Source: an optimization exercise on an open RTL-to-GDS flow (aim: small area, a short achievable clock period and few clock cycles per item). Production flows keep margins and buffers that such runs may drop.
Only simulation tests tie the RTL to the original design; equivalence was not proved.

--- design/flow/config.mk ---
export PLATFORM = sky130hd
export DESIGN_NAME = five_phase_stepper_follower
export DESIGN_NICKNAME = five_phase_stepper_follower
export VERILOG_FILES = /design/flow/design.v
export SDC_FILE = /design/flow/constraint.sdc
export NUM_CORES = 4
export LEC_CHECK = 0
export CAP_MARGIN = 20
export CORE_MARGIN = 2
export CORE_UTILIZATION = 40
export SLEW_MARGIN = 20
--- design/flow/constraint.sdc ---
create_clock -name core_clock -period 11.0 [get_ports {clk}]
set_input_delay 2.2000 -clock core_clock [delete_from_list [all_inputs] [get_ports {clk}]]
set_output_delay 2.2000 -clock core_clock [all_outputs]
set_load 0.01 [all_outputs]
--- design/flow/run.sh ---
#!/bin/bash
# synth_recipe.tcl (not shown) runs the flow's synth.tcl, then flattens the netlist and writes it again
# the make line also repeats each setting of config.mk as NAME=value (left out here)
make -C /OpenROAD-flow-scripts/flow DESIGN_CONFIG=/design/flow/config.mk WORK_HOME=/design/flow/orfs CLKGATE_MAP_FILE= SYNTH_SCRIPT=/design/flow/synth_recipe.tcl finish
--- design/flow/design.v ---
package fpsf_pkg;
	localparam int unsigned COUNT_W    = 32;
	localparam int unsigned FRAC_W     = 16;
	localparam int unsigned POS_W      = COUNT_W + FRAC_W;
	localparam int unsigned SPEED_W    = 24;
	localparam int unsigned DUTY_W     = 16;
	localparam int unsigned POINT_W    = SPEED_W + DUTY_W;
	localparam int unsigned PHASE_W    = 4;
	localparam int unsigned PHASES     = 5;
	localparam int unsigned CFG_IDX_W  = 3;
	localparam int unsigned TABLE_REGS = 6;
	localparam int unsigned PT_IDX_W   = $clog2(TABLE_REGS);
	localparam logic [CFG_IDX_W-1:0] REG_STEP_LIMIT  = 3'd0;
	localparam logic [CFG_IDX_W-1:0] REG_POINT_FIRST = 3'd1;
	localparam logic [CFG_IDX_W-1:0] REG_POINT_LAST  = 3'd6;
	localparam logic [PHASE_W-1:0] PHASE_FIRST = 4'd0;
	localparam logic [PHASE_W-1:0] PHASE_LAST  = 4'd9;
	localparam int unsigned        PHASE_STATES = 10;
endpackage
import fpsf_pkg::*;
module five_phase_stepper_follower #(
	parameter int unsigned CURVE_POINTS = 6
) (
	input  logic                      clk,
	input  logic                      arst_n,
	input  logic                      item_valid,
	output logic                      item_ready,
	input  logic signed [COUNT_W-1:0] item_target_count,
	output logic                      result_valid,
	input  logic                      result_ready,
	output logic signed [COUNT_W-1:0] result_position,
	output logic [PHASE_W-1:0]        result_phase_index,
	output logic [DUTY_W-1:0]         result_duty_a,
	output logic [DUTY_W-1:0]         result_duty_b,
	output logic [DUTY_W-1:0]         result_duty_c,
	output logic [DUTY_W-1:0]         result_duty_d,
	output logic [DUTY_W-1:0]         result_duty_e,
	input  logic                      cfg_valid,
	output logic                      cfg_ready,
	input  logic [CFG_IDX_W-1:0]      cfg_index,
	input  logic [POINT_W-1:0]        cfg_data
);
	function automatic logic [PHASES-1:0] phase_pattern(input logic [PHASE_W-1:0] idx);
		case (idx)
			4'd0:    phase_pattern = 5'b00011;
			4'd1:    phase_pattern = 5'b00010;
			4'd2:    phase_pattern = 5'b00110;
			4'd3:    phase_pattern = 5'b00100;
			4'd4:    phase_pattern = 5'b01100;
			4'd5:    phase_pattern = 5'b01000;
			4'd6:    phase_pattern = 5'b11000;
			4'd7:    phase_pattern = 5'b10000;
			4'd8:    phase_pattern = 5'b10001;
			4'd9:    phase_pattern = 5'b00001;
			default: phase_pattern = 5'b00000;
		endcase
	endfunction
	function automatic logic signed [COUNT_W-1:0] trunc_int(input logic signed [POS_W-1:0] x);
		logic signed [COUNT_W-1:0] fl;
		fl = x[POS_W-1:FRAC_W];
		if (x[POS_W-1] && (x[FRAC_W-1:0] != '0)) begin
			fl = fl + 32'sd1;
		end
		trunc_int = fl;
	endfunction
	localparam logic [PT_IDX_W-1:0] LAST_PT = PT_IDX_W'(CURVE_POINTS - 1);
	localparam int unsigned DIV_STEPS = 16;
	localparam logic [3:0] DIV_LAST = 4'(DIV_STEPS - 1);
	typedef enum logic [3:0] {
		S_IDLE, S_MOVE, S_CLAMP, S_UPDATE, S_SEARCH, S_MUL, S_DIV, S_FIN, S_OUT
	} state_t;
	state_t state_q;
	logic [SPEED_W-1:0] step_limit_q;
	logic [POINT_W-1:0] point_q [TABLE_REGS];
	logic signed [POS_W-1:0] tp_q;
	logic [PHASE_W-1:0]      idx_q;
	logic signed [POS_W-1:0]   target_q;
	logic signed [POS_W:0]     diff_q;
	logic [SPEED_W-1:0]        lim_q;
	logic signed [SPEED_W:0]   d_q;
	logic [SPEED_W-1:0]        s_q;
	logic signed [COUNT_W-1:0] new_int_q;
	logic [PT_IDX_W-1:0]       k_q;
	logic [SPEED_W-1:0]        prev_sp_q;
	logic [DUTY_W-1:0]         prev_du_q;
	logic [SPEED_W-1:0]        dx_q;
	logic [SPEED_W-1:0]        ds_q;
	logic signed [DUTY_W:0]    dy_q;
	logic [DUTY_W-1:0]         y1_q;
	logic                      neg_q;
	logic [SPEED_W-1:0]        rem_q;
	logic [DUTY_W-1:0]         dvd_q;
	logic [DUTY_W-1:0]         quo_q;
	logic [3:0]                cnt_q;
	logic [DUTY_W-1:0]         duty_q;
	logic                      res_valid_q;
	logic signed [COUNT_W-1:0] res_pos_q;
	logic [PHASE_W-1:0]        res_phase_q;
	logic [DUTY_W-1:0]         res_duty_q [PHASES];
	logic [POINT_W-1:0]        pt_cur;
	logic [SPEED_W-1:0]        pt_sp;
	logic [DUTY_W-1:0]         pt_du;
	logic [SPEED_W-1:0]        last_sp;
	logic signed [POS_W-1:0]   tp_next;
	logic signed [COUNT_W-1:0] old_int;
	logic signed [COUNT_W-1:0] new_int;
	logic signed [POS_W:0]     lim_pos;
	logic signed [POS_W:0]     lim_neg;
	logic [DUTY_W-1:0]         dy_mag;
	logic [POINT_W-1:0]        prod;
	logic [SPEED_W:0]          trial;
	logic                      trial_ge;
	logic                      item_acc;
	logic                      out_free;
	logic [PHASES-1:0]         pat;
	assign item_ready = (state_q == S_IDLE);
	assign cfg_ready  = 1'b1;
	assign item_acc   = item_valid && item_ready;
	assign out_free   = !res_valid_q || result_ready;
	assign result_valid       = res_valid_q;
	assign result_position    = res_pos_q;
	assign result_phase_index = res_phase_q;
	assign result_duty_a      = res_duty_q[0];
	assign result_duty_b      = res_duty_q[1];
	assign result_duty_c      = res_duty_q[2];
	assign result_duty_d      = res_duty_q[3];
	assign result_duty_e      = res_duty_q[4];
	assign pt_cur  = point_q[k_q];
	assign pt_sp   = pt_cur[POINT_W-1:DUTY_W];
	assign pt_du   = pt_cur[DUTY_W-1:0];
	assign last_sp = point_q[LAST_PT][POINT_W-1:DUTY_W];
	assign tp_next = tp_q + POS_W'(d_q);
	assign old_int = trunc_int(tp_q);
	assign new_int = trunc_int(tp_next);
	assign lim_pos = $signed({{(POS_W + 1 - SPEED_W){1'b0}}, lim_q});
	assign lim_neg = -lim_pos;
	assign dy_mag = dy_q[DUTY_W] ? DUTY_W'(-dy_q) : DUTY_W'(dy_q);
	assign prod   = POINT_W'(dy_mag) * POINT_W'(ds_q);
	assign trial    = {rem_q, dvd_q[DUTY_W-1]};
	assign trial_ge = (trial >= {1'b0, dx_q});
	assign pat = phase_pattern(idx_q);
	always_ff @(posedge clk or negedge arst_n) begin
		if (!arst_n) begin
			step_limit_q <= '0;
			for (int i = 0; i < TABLE_REGS; i++) begin
				point_q[i] <= '0;
			end
		end else if (cfg_valid && cfg_ready) begin
			if (cfg_index == REG_STEP_LIMIT) begin
				step_limit_q <= cfg_data[SPEED_W-1:0];
			end else if (cfg_index >= REG_POINT_FIRST && cfg_index <= REG_POINT_LAST) begin
				point_q[PT_IDX_W'(cfg_index - REG_POINT_FIRST)] <= cfg_data;
			end
		end
	end
	always_ff @(posedge clk or negedge arst_n) begin
		if (!arst_n) begin
			state_q     <= S_IDLE;
			tp_q        <= '0;
			idx_q       <= PHASE_FIRST;
			k_q         <= '0;
			cnt_q       <= '0;
			res_valid_q <= 1'b0;
		end else begin
			if (state_q == S_OUT && out_free) begin
				res_valid_q <= 1'b1;
			end else if (result_ready) begin
				res_valid_q <= 1'b0;
			end
			unique case (state_q)
				S_IDLE: begin
					if (item_acc) begin
						state_q <= S_MOVE;
					end
				end
				S_MOVE: begin
					state_q <= S_CLAMP;
				end
				S_CLAMP: begin
					state_q <= S_UPDATE;
				end
				S_UPDATE: begin
					tp_q <= tp_next;
					if (old_int != new_int) begin
						if (d_q[SPEED_W]) begin
							idx_q <= (idx_q == PHASE_FIRST) ? PHASE_LAST : idx_q - 4'd1;
						end else begin
							idx_q <= (idx_q >= PHASE_LAST) ? PHASE_FIRST : idx_q + 4'd1;
						end
					end
					k_q     <= '0;
					state_q <= S_SEARCH;
				end
				S_SEARCH: begin
					if (s_q < pt_sp) begin
						state_q <= (k_q == '0) ? S_OUT : S_MUL;
					end else if (k_q == LAST_PT) begin
						state_q <= S_OUT;
					end else begin
						k_q <= k_q + PT_IDX_W'(1);
					end
				end
				S_MUL: begin
					cnt_q   <= '0;
					state_q <= S_DIV;
				end
				S_DIV: begin
					cnt_q <= cnt_q + 4'd1;
					if (cnt_q == DIV_LAST) begin
						state_q <= S_FIN;
					end
				end
				S_FIN: begin
					state_q <= S_OUT;
				end
				S_OUT: begin
					if (out_free) begin
						state_q <= S_IDLE;
					end
				end
				default: begin
					state_q <= S_IDLE;
				end
			endcase
		end
	end
	always_ff @(posedge clk) begin
		unique case (state_q)
			S_IDLE: begin
				if (item_acc) begin
					target_q <= {item_target_count, {FRAC_W{1'b0}}};
				end
			end
			S_MOVE: begin
				diff_q <= (POS_W + 1)'(target_q) - (POS_W + 1)'(tp_q);
				lim_q  <= (step_limit_q > last_sp) ? last_sp : step_limit_q;
			end
			S_CLAMP: begin
				if (diff_q > lim_pos) begin
					d_q <= (SPEED_W + 1)'(lim_pos);
				end else if (diff_q < lim_neg) begin
					d_q <= (SPEED_W + 1)'(lim_neg);
				end else begin
					d_q <= diff_q[SPEED_W:0];
				end
			end
			S_UPDATE: begin
				new_int_q <= new_int;
				s_q       <= d_q[SPEED_W] ? SPEED_W'(-d_q) : SPEED_W'(d_q);
			end
			S_SEARCH: begin
				if (s_q < pt_sp) begin
					duty_q <= pt_du;
					dx_q   <= pt_sp - prev_sp_q;
					ds_q   <= s_q - prev_sp_q;
					dy_q   <= $signed({1'b0, pt_du}) - $signed({1'b0, prev_du_q});
					y1_q   <= prev_du_q;
				end else begin
					duty_q    <= pt_du;
					prev_sp_q <= pt_sp;
					prev_du_q <= pt_du;
				end
			end
			S_MUL: begin
				rem_q <= prod[POINT_W-1:DUTY_W];
				dvd_q <= prod[DUTY_W-1:0];
				quo_q <= '0;
				neg_q <= dy_q[DUTY_W];
			end
			S_DIV: begin
				rem_q <= trial_ge ? SPEED_W'(trial - {1'b0, dx_q}) : trial[SPEED_W-1:0];
				quo_q <= {quo_q[DUTY_W-2:0], trial_ge};
				dvd_q <= {dvd_q[DUTY_W-2:0], 1'b0};
			end
			S_FIN: begin
				duty_q <= neg_q ? (y1_q - quo_q) : (y1_q + quo_q);
			end
			S_OUT: begin
				if (out_free) begin
					res_pos_q   <= new_int_q;
					res_phase_q <= idx_q;
					for (int j = 0; j < PHASES; j++) begin
						res_duty_q[j] <= pat[j] ? duty_q : '0;
					end
				end
			end
			default: begin
			end
		endcase
	end
endmodule
==> summary.txt <==
worst max-delay path: cells and delay by family (launching register included):
kind | cells | cell delay, ns
fa+ha+maj | 7 | 3.51
compound gates | 12 | 2.97
simple gates | 8 | 1.75
buf+inv | 4 | 0.47
flops | 1 | 0.44
xor+xnor | 1 | 0.35
worst max path at each step:
| stage | start | end | slack (ns) | cells past startpoint |
|---|---|---|---|---|
| 6_report | dy_q[2]$_DFFE_PP_ | rem_q[20]$_DFFE_PN_ | 1.28 | 32 |
| 5_1_grt | dy_q[0]$_DFFE_PP_ | rem_q[22]$_DFFE_PN_ | 0.52 | 37 |
| 4_1_cts | dy_q[2]$_DFFE_PP_ | rem_q[20]$_DFFE_PN_ | 1.25 | 32 |
| 3_5_place_dp | dy_q[2]$_DFFE_PP_ | rem_q[20]$_DFFE_PN_ | 1.25 | 32 |
| 3_3_place_gp | dy_q[0]$_DFFE_PP_ | rem_q[20]$_DFFE_PN_ | 1.27 | 36 |
| 2_1_floorplan | dy_q[0]$_DFFE_PP_ | rem_q[20]$_DFFE_PN_ | 2.00 | 33 |
logic make-up after synthesis:
kind of cell,synth area share
AOI/OAI and AO/OA,0.1147
muxes,0.05703
adders and majority gates,0.1957
xor gates and xnor gates,0.04883
DFF,0.3884
buffers and inverters,0.05577
and+or+nand+nor,0.1395
other,0.00006305
routing by layer:
layer	vias up	global-route usage	wire, microns
met5	-	0	11
met4	2	0.05849	4297
met3	230	0.02614	7957
met2	1023	0.3608	77840
met1	21750	0.3035	75390
li1	20490	-	-
cells in the final DEF (no fill, tap or decap), drive strengths merged, types with 22 or more instances in the layout:
cell	count
inv	670
mux2i	25
nand4	45
a221oi	22
or3	41
and2	235
clkdlybuf4s50	196
ha	431
xor2	62
clkinv	26
a21boi	28
o21bai	23
nand3	104
mux2	279
clkbuf	127
a222oi	37
o21a	55
nand2	604
nand2b	67
xnor2	243
dfrtp	328
a21o	70
o211ai	34
o21ai	262
o31ai	30
and3	28
nor2	308
a21oi	269
a211oi	23
nor3	104
nor4	36
a31oi	35
buf	78
edfxtp	496
fa	312
a22oi	27
nor2b	50
layout make-up:
| class | instances | area (sq um) | area share |
|---|---|---|---|
| well taps | 1930 | 2415 | 0.03590 |
| clock inverters | 49 | 689.4 | 0.01025 |
| clock buffers | 127 | 2711 | 0.04031 |
| inverters | 665 | 2497 | 0.03713 |
| multi-input cells | 4110 | 33270 | 0.4946 |
| flip-flops and latches | 824 | 23100 | 0.3435 |
| repair buffers | 274 | 2575 | 0.03829 |
per-stage QoR:
step           utilization  std cells
4_1_cts             0.4555       7979
3_3_place_gp        0.4322       7802
6_report            0.4555       7979
2_1_floorplan            -       5812
3_5_place_dp        0.4324       7803
5_1_grt             0.4555       7979
registers in the layout (all words and copies together) (netlist names), 25 cells and up:
register and cells:
res_pos_q 32, point_q 240, res_duty_q 80, diff_q 49, target_q 32, new_int_q 32
tp_q 48, d_q 25
==> implementation parameters <==
Parameter                              Value

STA
  Fin Setup TNS    0 ns
  Maximum operating frequency    102.9 MHz
  Transition at the pin with the smallest max-transition slack    1.152 ns
  RSZ-0062 raised after global routing    no
  Count of endpoints failing hold in the final timing report    0
  Smallest hold slack    0.4187 ns
  Final setup skew    0.07558 ns
  Fin crit period    9.721 ns
  # setup viols final    0
  Count of pins over their slew limit    0
  Worst setup slack after layout    1.279 ns
  Worst rel slew slack    0.2281
  Fin crit share    0.8838

Placed design
  Cell area after placement    63,860 sq um
  Port-buffer cells    197
  Setup slack after placement    1.246 ns
  DP Wirelength    123,700 microns
  Final weighted congestion in routability-driven placement    0.9175

Setup path
  Worst reg2reg path depth    32
  Data required time at the worst endpoint    11.47 ns
  Crit Path Category    reg -> reg
  Top cell by count, worst path    sky130_fd_sc_hd__fa_1
  Max FO, Critical Path    15
  Startpoint class of the critical path    register
  Setup crit end kind    register
  Crit path DAT    10.19 ns
  Worst R2R Start    dy_q[2]$_DFFE_PP_
  Slowest cell on the critical path    sky130_fd_sc_hd__fa_1
  Endpoint of the worst-slack reg-to-reg timing path    rem_q[20]$_DFFE_PN_
  Flop-to-flop setup slack    1.28 ns
  Crit-path max cell delay    0.58 ns

Drt
  Vias after detailed routing    43.50k
  Routed wirelength normalized by instance count    20.74 microns
  Remaining antenna violation count after routing    0
  Final WL    165,500 microns
  Number of DRC markers in iteration 0    3,123
  First-pass iteration count of the detailed router    6
  DRC    0
  Vias per inst    5.451

Worst hold path
  Worst hold stages    0
  Worst Hold Endpoint    res_pos_q[23]$_DFFE_PP_
  Source of the worst hold timing path    new_int_q[23]$_DFFE_PP_
  Type of the worst min-delay path    reg -> reg

Global route
  Antenna violations before repair    2
  Total grt overflow    0
  Combined global-route utilization of all metal layers    0.2184
  Maximum number of pins on one net before global-route repair    77
  Number of global-route vias before repair    43.72k
  First-pass GRT wire length    257,700 microns

Clocking
  Post-cts hold buffer count    0
  Number of buffers between clock root and the deepest sink    3
  Clock root cell    sky130_fd_sc_hd__clkbuf_16
  Clk Latency, worst-skew pair    0.76 ns
  Clock tree from TritonCTS    done
  Number of buffers added by the clock tree synthesis step    94
  Post-CTS setup buffers    0
  # clock sinks    824
  CTS-repair resized insts    0
  H-tree Lvls    3
  Clock slew at reported path FFs    0.06 ns

Floorplanning
  Core footprint    147,700 sq um
  Effective utilization at floorplan    0.4028
  Area of the die    151,800 sq um
  Die Span Y    389.6 microns
  X dimension of the die    389.6 microns
  Floorplan row count    141
  Number of top-level design ports    199

Yosys
  Cell Area, Synth    59,480 sq um
  Count of flip-flops with a built-in enable after synthesis    496
  Async set or reset register ratio after synthesis    0.3981
  Yosys top cell area share    0.2504
  Commonest register cell after synthesis    sky130_fd_sc_hd__edfxtp_1
  Post-synthesis area per instance    10.23 sq um
  Count of warnings emitted by yosys    3
  Number of cells produced by synthesis    5,812
  Top-count cell post-synth    sky130_fd_sc_hd__inv_1
  Register bit total from synthesis    824
  Synth top cells by count    sky130_fd_sc_hd__inv_1 (663), sky130_fd_sc_hd__nand2_1 (604), sky130_fd_sc_hd__edfxtp_1 (496), sky130_fd_sc_hd__ha_1 (431), sky130_fd_sc_hd__dfrtp_1 (328)
  Cell type contributing the most total cell area after synthesis    sky130_fd_sc_hd__edfxtp_1
  Main area contributors after synthesis    sky130_fd_sc_hd__edfxtp_1 (25%), sky130_fd_sc_hd__dfrtp_1 (14%), sky130_fd_sc_hd__fa_1 (11%)
  Syn_nets    6,635
  Count of cell types in the netlist    103
  Portion of the post-synthesis area used by sequential elements    0.3884

Cells and area
  Fraction of final layout cells with drive strength greater than 1    0.09803
  Total of fill cells in the finished design    13.84k
  Post-layout nets    6,792
  Area growth from synthesis to layout    13.08%
  # diodes    0
  Post-route cell area    67,260 sq um

Job
  Max-capacitance violation count    0

Status
  Status  no timing/DRC/antenna violations
Testbench counts, summed over its fixed seeds: cycles 184,702, items 9,600.

[static timing again, ports no longer ideal]
In the flow no input, the clock included, has a driving cell. The finished layout below was timed again as built, in two steps. Step 1 (the two cells are an assumption about what drives the block):
set clk [get_ports {clk}]
set_driving_cell -lib_cell sky130_fd_sc_hd__clkbuf_16 $clk
set_driving_cell -lib_cell sky130_fd_sc_hd__buf_2 [delete_from_list [all_inputs] $clk]
Step 2 also shifts input and output timing later by t, the mid clock arrival at the registers, as if the neighbouring blocks saw the same clock. Slacks: no drivers / after step 1 / after step 2; pairs: no drivers / after step 1.
shift t [ns]: 0.797
slack for setup (ns): 1.279 / 1.279 / 1.279
hold slack, ns: 0.419 / 0.419 / 0.419
clock arrival spread, ns: 0.076 / 0.077
After both steps setup and hold are still met in this run. The setup slack of this run moves by 0.000 ns with the drivers and by 0.000 ns with both steps.
